Context: an optimization exercise on an open-source flow, tuned for small area, a short achievable clock period and few clock cycles per item. The choices shown serve that exercise and are no tape-out recipe. Only simulation tests tie the RTL to the original design; equivalence was not proved. Power and IR drop assume default switching activity.

## flow/run.sh

```bash
#!/bin/bash
# synth_recipe.tcl (not shown) runs the flow's synth.tcl, then flattens the netlist and writes it again
# the make line also repeats each setting of config.mk as NAME=value (left out here)
make -C /OpenROAD-flow-scripts/flow DESIGN_CONFIG=/design/flow/config.mk WORK_HOME=/design/flow/orfs CLKGATE_MAP_FILE= SYNTH_SCRIPT=/design/flow/synth_recipe.tcl finish
```

## flow/config.mk

```make
export PLATFORM = sky130hd
export DESIGN_NAME = snn_ff_core
export DESIGN_NICKNAME = snn_ff_core
export VERILOG_FILES = /design/flow/design.v
export SDC_FILE = /design/flow/constraint.sdc
export NUM_CORES = 4
export LEC_CHECK = 0
export CAP_MARGIN = 30
export CORE_MARGIN = 2
export CORE_UTILIZATION = 50
export CTS_BUF_LIST = sky130_fd_sc_hd__clkbuf_8
export CTS_CLUSTER_DIAMETER = 60
export CTS_CLUSTER_SIZE = 16
export SETUP_SLACK_MARGIN = 5
export SLEW_MARGIN = 30
export SYNTH_HIERARCHICAL = 1
```

## flow/constraint.sdc

```tcl
create_clock -name core_clock -period 9.0 [get_ports {CLK}]
set_input_delay 1.8000 -clock core_clock [delete_from_list [all_inputs] [get_ports {CLK}]]
set_output_delay 1.8000 -clock core_clock [all_outputs]
set_load 0.01 [all_outputs]
```

## flow/design.v

```verilog
`timescale 1ns/10ps
package aer_pkg;
    typedef logic [$clog2(16)-1:0]  pre_addr_t;
    typedef logic [$clog2(8)-1:0] post_addr_t;
    typedef struct packed {
        logic      tick;
        pre_addr_t addr;
    } aer_in_t;
    typedef post_addr_t aer_out_t;
endpackage
`timescale 1ns/10ps
package neuron_pkg;
    typedef logic signed [8-1:0] weight_t;
    typedef logic [8*8-1:0] weight_row_t;
    typedef logic signed [12-1:0] membrane_t;
    typedef logic [$clog2(8+1)-1:0] spike_cnt_t;
    typedef logic [$clog2(8*8*8+1)-1:0] goodness_t;
endpackage
`timescale 1ns/10ps
`timescale 1ns/10ps
`timescale 1ns/10ps
`timescale 1ns/10ps
`timescale 1ns/10ps
`timescale 1ns/10ps
module snn_ff_core
(
    input  logic       CLK,
    input  logic       rst,
    input  logic [4:0] aer_in_addr,     
    input  logic       aer_in_req,
    output logic       aer_in_ack,
    input  logic       prog_en,
    input  logic [3:0] prog_pre,
    input  logic [2:0] prog_post,
    input  logic [7:0] prog_weight,
    output logic [2:0] aer_out_addr,
    output logic       aer_out_req,
    input  logic       aer_out_ack,
    output logic       sample_done,
    output logic [9:0] goodness
);
    localparam int NPRE  = 16;
    localparam int NPOST = 8;
    localparam int QD    = 2;                
    localparam int QW    = $clog2(QD + 1);
    logic [NPOST*8-1:0] st [NPRE];
    logic [3:0]         ph;
    logic       bv, av;          
    logic [3:0] bj;              
    logic [2:0] aj;              
    logic [2:0] bq, aq;          
    logic [7:0] bw, aw;          
    assign bv = prog_en;
    assign bj = prog_pre + ph + 4'd1;
    assign bq = prog_post;
    assign bw = prog_weight;
    always_ff @(posedge CLK) begin
        ph <= ph + 1'b1;
        aj <= bj[3:1] + 3'd1;
        aq <= bq;
        aw <= bw;
        if (rst) av <= 1'b0;
        else     av <= bv & bj[0];
    end
    logic [NPOST-1:0] selb [NPRE/2];
    logic [NPOST-1:0] sela [NPRE/2];
    always_comb begin
        for (int m = 0; m < NPRE / 2; m++) begin
            for (int q = 0; q < NPOST; q++) begin
                selb[m][q] = bv && !bj[0] && bj[3:1] == 3'(m) && bq == 3'(q);
                sela[m][q] = av && aj == 3'(m) && aq == 3'(q) && !selb[m][q];
            end
        end
    end
    logic [7:0] st_in [NPRE/2][NPOST];
    for (genvar m = 0; m < NPRE / 2; m++) begin : g_inj
        for (genvar q = 0; q < NPOST; q++) begin : g_q
            snn_aoi222 #(.W(8)) u_inj (
                .a(sela[m][q]), .da((m % 2 == 1) ? aw : ~aw),
                .b(selb[m][q]), .db((m % 2 == 1) ? bw : ~bw),
                .c(!sela[m][q] && !selb[m][q]), .dc(st[(2*m+NPRE-1)%NPRE][q*8 +: 8]),
                .y(st_in[m][q])
            );
        end
    end
    always_ff @(posedge CLK) begin
        for (int m = 0; m < NPRE / 2; m++) begin
            st[2*m+1] <= st[2*m];
            for (int q = 0; q < NPOST; q++) begin
                st[2*m][q*8 +: 8] <= st_in[m][q];
            end
        end
    end
    logic            in_rdy;         
    logic            wv;             
    logic            wt;             
    logic [NPRE-1:0] wsel;           
    logic [1:0]      wpos;           
    logic            wfirst;         
    logic            take;
    logic            go;             
    assign aer_in_ack = aer_in_req & in_rdy;
    assign take       = aer_in_req & in_rdy;
    logic [3:0] rpos;
    assign rpos = aer_in_addr[3:0] + ph + 4'd1;
    always_ff @(posedge CLK) begin
        if (take) wt <= aer_in_addr[4];
        if (take) begin
            wpos <= rpos[1:0];
            for (int p = 0; p < NPRE; p++) wsel[p] <= (rpos == 4'(p));
        end else begin
            wpos <= wpos + 1'b1;
            wsel <= {wsel[NPRE-2:0], wsel[NPRE-1]};
        end
        wfirst <= take & ~aer_in_addr[4];
    end
    logic [10:0]        mem    [NPOST];
    logic [NPOST-1:0]   fmask;
    localparam int NH = NPOST / 2;
    logic [NH*8-1:0]    row;         
    logic               hodd;        
    logic [10:0]        mem_h  [NH];
    logic [10:0]        mem_hn [NH];
    logic [2:0]         tick_no;
    logic               last;        
    logic            wneg;           
    logic [NH*8-1:0] row_t, row_n;
    assign wneg = wpos[1];
    assign hodd = wpos[0];
    always_comb begin
        row_t = '0;
        row_n = '0;
        for (int p = 0; p < NPRE; p++) begin
            if ((p / 2) % 2 == 1) row_n = row_n | (st[p][(p%2)*NH*8 +: NH*8] & {NH*8{wsel[p]}});
            else                  row_t = row_t | (st[p][(p%2)*NH*8 +: NH*8] & {NH*8{wsel[p]}});
        end
        row = row_t | ({NH*8{wneg}} & ~row_n);
    end
    always_comb begin
        for (int i = 0; i < NH; i++) begin
            logic [11:0] s;
            mem_h[i] = hodd ? mem[i + NH] : mem[i];
            s = {1'b0, mem_h[i]} + {{4{row[i*8+7]}}, row[i*8 +: 8]};
            if (s[11]) mem_hn[i] = row[i*8+7] ? 11'd0 : 11'd2047;
            else       mem_hn[i] = s[10:0];
        end
        for (int i = 0; i < NPOST; i++) begin
            fmask[i] = |mem[i][10:6];
        end
    end
    assign last = (tick_no == 3'(8 - 1));
    logic [NPOST-1:0] hm;            
    logic             hl;            
    logic             hv;            
    logic [2:0]       ha;            
    logic [NPOST:0]   qe [QD];       
    logic [QW-1:0]    qn;
    logic             ack_q;
    logic             sent;          
    logic             push;
    logic             qfull;
    logic [NPOST-1:0] hm_rest, hm_n;
    logic             hl_n;
    logic [QW-1:0]    qn_n;
    logic             done_now;      
    logic             pop, byp, pushq;
    logic [2:0]       ha_n;
    assign aer_out_req  = hv & ~aer_out_ack;
    assign aer_out_addr = ha;
    assign sent         = aer_out_ack & ~ack_q & hv;
    assign qfull = (qn == QD);
    assign go    = wv & (wt ? (~qfull | ~(|fmask | last)) : ~wfirst);
    assign push  = go & wt & (|fmask | last);
    always_comb begin
        hm_rest  = sent ? (hm & (hm - 1'b1)) : hm;
        done_now = (hm_rest == '0) && hl;
        pop      = (hm_rest == '0) && (qn != 0);
        byp      = (hm_rest == '0) && (qn == 0) && push;
        pushq    = push && !byp;
        qn_n     = qn - pop + pushq;
        if (pop) begin
            hm_n = qe[0][NPOST-1:0];
            hl_n = qe[0][NPOST];
        end else if (byp) begin
            hm_n = fmask;
            hl_n = last;
        end else begin
            hm_n = hm_rest;
            hl_n = hl && !done_now;
        end
        ha_n = '0;
        for (int i = NPOST - 1; i >= 0; i--) begin
            if (hm_n[i]) ha_n = 3'(i);
        end
    end
    always_ff @(posedge CLK) begin
        if (rst) begin
            hm    <= '0;
            hl    <= 1'b0;
            hv    <= 1'b0;
            qn    <= '0;
            ack_q <= 1'b0;
        end else begin
            hm    <= hm_n;
            hl    <= hl_n;
            hv    <= |hm_n;
            qn    <= qn_n;
            ack_q <= aer_out_ack;
        end
        ha <= ha_n;
    end
    always_ff @(posedge CLK) begin
        for (int i = 0; i < QD; i++) begin
            if (pushq && qn - pop == QW'(i)) qe[i] <= {last, fmask};
            else if (pop && i < QD - 1)               qe[i] <= qe[i + 1];
        end
    end
    always_ff @(posedge CLK) begin
        if (rst) begin
            wv      <= 1'b0;
            in_rdy  <= 1'b1;
            tick_no <= '0;
            for (int i = 0; i < NPOST; i++) mem[i] <= '0;
        end else begin
            wv     <= take | (wv & ~go);
            in_rdy <= ~(take ? (aer_in_addr[4] & (qn_n == QD))
                             : (wv & ~go & wt & (qn_n == QD)));
            if (wv && !wt) begin
                for (int i = 0; i < NH; i++) begin
                    if (hodd) mem[i + NH] <= mem_hn[i];
                    else      mem[i]      <= mem_hn[i];
                end
            end
            if (go) begin
                if (wt) begin
                    tick_no <= tick_no + 1'b1;
                    for (int i = 0; i < NPOST; i++) begin
                        if (fmask[i] || last) mem[i] <= '0;
                    end
                end
            end
        end
    end
    logic       s1;              
    logic [2:0] sq;              
    logic       fin;             
    logic [2:0] cnt [NPOST];     
    logic [9:0] gsum;
    assign goodness = gsum;
    always_ff @(posedge CLK) begin
        sq <= ha;
        if (rst) begin
            s1          <= 1'b0;
            fin         <= 1'b0;
            sample_done <= 1'b0;
            gsum        <= '0;
            for (int i = 0; i < NPOST; i++) cnt[i] <= '0;
        end else begin
            s1          <= sent;
            fin         <= done_now;
            sample_done <= fin;
            if (sample_done) begin
                gsum <= '0;
                for (int i = 0; i < NPOST; i++) cnt[i] <= '0;
            end else if (s1) begin
                gsum    <= gsum + {6'd0, cnt[sq], 1'b1};
                cnt[sq] <= cnt[sq] + 1'b1;
            end
        end
    end
endmodule
module snn_aoi222 #(parameter int W = 8)
(
    input  logic         a,
    input  logic [W-1:0] da,
    input  logic         b,
    input  logic [W-1:0] db,
    input  logic         c,
    input  logic [W-1:0] dc,
    output logic [W-1:0] y
);
    assign y = ~(({W{a}} & da) | ({W{b}} & db) | ({W{c}} & dc));
endmodule
```

==> notes.md <==
cells in the mapped netlist (22+ instances only):
| cell type | count |
|---|---|
| a22o_1 | 78 |
| nor2_1 | 202 |
| nand3_1 | 39 |
| o21ai_0 | 76 |
| o21a_1 | 22 |
| a21oi_1 | 109 |
| nor2b_1 | 26 |
| clkbuf_2 | 128 |
| xnor2_1 | 30 |
| a221oi_1 | 62 |
| dfxtp_1 | 1187 |
| nand2_1 | 165 |
| edfxtp_1 | 43 |
| a211oi_1 | 26 |
| nor3_1 | 90 |
| a22oi_1 | 79 |
| mux2_2 | 55 |
| clkbuf_1 | 100 |
| ha_1 | 65 |
| nand4_1 | 63 |
| a222oi_1 | 544 |
| inv_1 | 64 |
per-stage QoR:
step	hold WS [ns]	power, mW	utilization	cells
global route	0.3094	12.03	0.5676	4626
CTS	0.3139	11.48	0.5599	4604
finish	0.3086	11.66	0.5677	4627
floorplan	0.3096	7.757	-	3484
global placement	0.3096	8.593	0.5204	4426
detailed placement	0.3121	8.640	0.5218	4431
cell families after synthesis:
| kind of cell | synth area share |
|---|---|
| mux | 0.01919 |
| fa+ha+maj | 0.02443 |
| xor+xnor | 0.01001 |
| flops | 0.6091 |
| simple gates | 0.07686 |
| compound gates | 0.2282 |
| buf+inv | 0.03224 |
routing by layer:
| metal | track usage | part of all wire |
|---|---|---|
| met2 | 0.5749 | 0.42 |
| met3 | 0.1259 | 0.15 |
| met4 | 0.2520 | 0.078 |
| met5 | 0 | 0.00030 |
| met1 | 0.4880 | 0.35 |
path summary, 6_finish.rpt:
| check | startpoint | end | slack [ns] | cells past startpoint |
|---|---|---|---|---|
| setup / recovery | wsel[0] | mem[1][8] | 5.02 | 13 |
| hold / removal | st[6][57] | st[7][57] | 0.31 | 0 |
| hold reg to reg | st[6][57] | st[7][57] | 0.31 | 0 |
| setup reg to reg | wsel[0] | mem[1][8] | 5.02 | 13 |
report_power, final:
group	internal [mW]	leakage, nW	switching, mW	total (mW)
clock network	1.05	0.871	1.86	2.90
logic	0.811	8.08	1.42	2.24
registers	6.09	10.3	0.436	6.52
total	7.95	19.2	3.72	11.7
worst max-delay path, delay by kind of cell (launching register included):
family          cells  cell delay [ns]
compound gates      7             1.65
fa+ha+maj           2             0.88
buf+inv             1             0.26
flops               1             0.32
simple gates        3             0.79
what timing repair did:
item	CTS	global route
cloned	1	0
setup buffers	37	18
resized for setup	287	96
endpoints found under the setup margin	599	548
pin swaps	40	47
flip-flops by register name (all words and copies together) (netlist names), 4 cells and up:
signal,cells
aw,8
cnt,24
gsum,10
hm,8
mem,88
ph,4
qe,18
st,1024
wsel,16
final cells by class:
class	count	area [sq um]
clock buffer	97	1335
multi-input combinational	1951	16520
antenna	2	5.005
timing repair buffer	174	1572
fill	6718	35330
tap	1070	1339
sequential	1230	25070
clock inverter	38	291.5
inverter	65	254.0
==> out/metrics.yaml <==
ys_seq_elements: 1230
cts_tree: "yes"
antenna_found_initial: 3
worstPathArrival_ns: 4.68
finClkSkew_ns: 0.06332
crit_path_end_kind: "flip-flop"
required_ns: 9.71
synth_top_area_frac: 0.5777
cts.sinks: 1230
first_global_vias: 33355
cts_hold_buf: 0
synth.distinct_cells: 86
drtIter0Drc: 9595
htree_num_levels: 3
drv_cap: 0
synth_sequential_area_ratio: 0.6091
syn_area_sq_um: 41130
numCtsBuffers: 94
vdd_drop_max_uv: 141.7
cts_buffer_depth: 3
crit_path_max_incr_delay_ns: 0.56
synthTopCellsByArea: "dfxtp_1 58%, a222oi_1 13%, edfxtp_1 3.1%"
initial_utilization: 0.5034
insertion_delay_ns: 0.80
port_buffers: 40
relSlewSlack: 0.2759
worstMarginPinSlew_ns: 1.083
powerDensity_nw_per_um2: 251.5
synthArstFlopShare: 0
fin_area_sq_um: 46390
gr-total-overflow: 0
vias: 35107
finalHoldViolCount: 0
postRouteAntennaNets: 0
via_per_inst: 7.587
start_kind: "flip-flop"
hpwl_mm: 106.2
place_area_sq_um: 42640
post-route-drc-count: 0
rsz0062_at_grt: "true"
area_growth_pct: 12.77
core_area_sq_um: 81720
setup_violations: 0
wirelength_mm: 171.5
dieArea_sq_um: 84580
wl_per_cell_um: 37.07
die_x_um: 290.8
layout_commonest_cell: "dfxtp_1"
synthCells: 3484
die_h_um: 290.8
finalSetupTns_ns: 0
setup_slack_ns: 5.022
gp_congestion: 0.9585
io_pins: 41
slew_viol_final: 0
grtUsageTotal: 0.3886
crit_chain: "buf_6 -> a22o_1 -> a221oi_2 -> nand4_1 -> ha_1 -> nand3_1 -> a2bb2oi_4 -> a211oi_2 -> o21a_1 -> o21ai_4 -> and2_1 -> maj3_2 -> a211oi_1"
critPathSlowestCell: "ha_1"
period_share: 0.4420
p_leak_nw: 19.20
path_class: "reg2reg"
path_clk_slew_ns: 0.11
cts-root-buf: "clkbuf_8"
final_cell_mix: "1178 x dfxtp_1, 544 x a222oi_1, 161 x nand2_1"
ys.flop_type: "dfxtp_1"
holdCritPathClass: "reg2reg"
clock.fmax_mhz: 251.4
min_period_ns: 3.978
grt_pass1_wl_mm: 238.5
drt_pass1_iterations: 14
crit_fanout: 33
layout-drive-gt1-share: 0.1741
avgSynthCellArea_sq_um: 11.81
synth_nets: 3581
grt_max_degree: 35
pre_cts_slack_ns: 2.967
synth_area_leader_cell: "dfxtp_1"
num_rows: 105
yosys_warnings: 22
final_nets: 3613
synth-edff-count: 43
status: "complete, no violations"
Testbench counts, summed over its fixed seeds: cycles 31,429, samples 384.

[port drivers added, routing unchanged]
The results above use ideal ports. As a check the final layout listed here was re-extracted and re-timed, cells and wires unchanged. Step 1 sets driving cells, clkbuf_16 on the clock port and buf_2 on the other inputs (assumed; they add their load-dependent delay and slew). Step 2 adds t to the input delays and takes it off the output delays; t is the mean of the earliest and latest rising clock arrival at the registers after step 1. Input paths then give back, and output paths get back, about the clock's delay inside the block. a / b / c = ideal / step 1 / step 2; a / b = the first two.
t (ns): 0.845
slack for setup (ns): 5.022 / 4.964 / 4.220
hold slack, ns: 0.309 / 0.309 / 0.309
slew at the worst register clock pin (ns): 0.11 / 0.11
After both steps setup and hold are still met in this run. For this run, drivers alone change the setup slack by -0.058 ns; drivers and shift together by -0.802 ns.
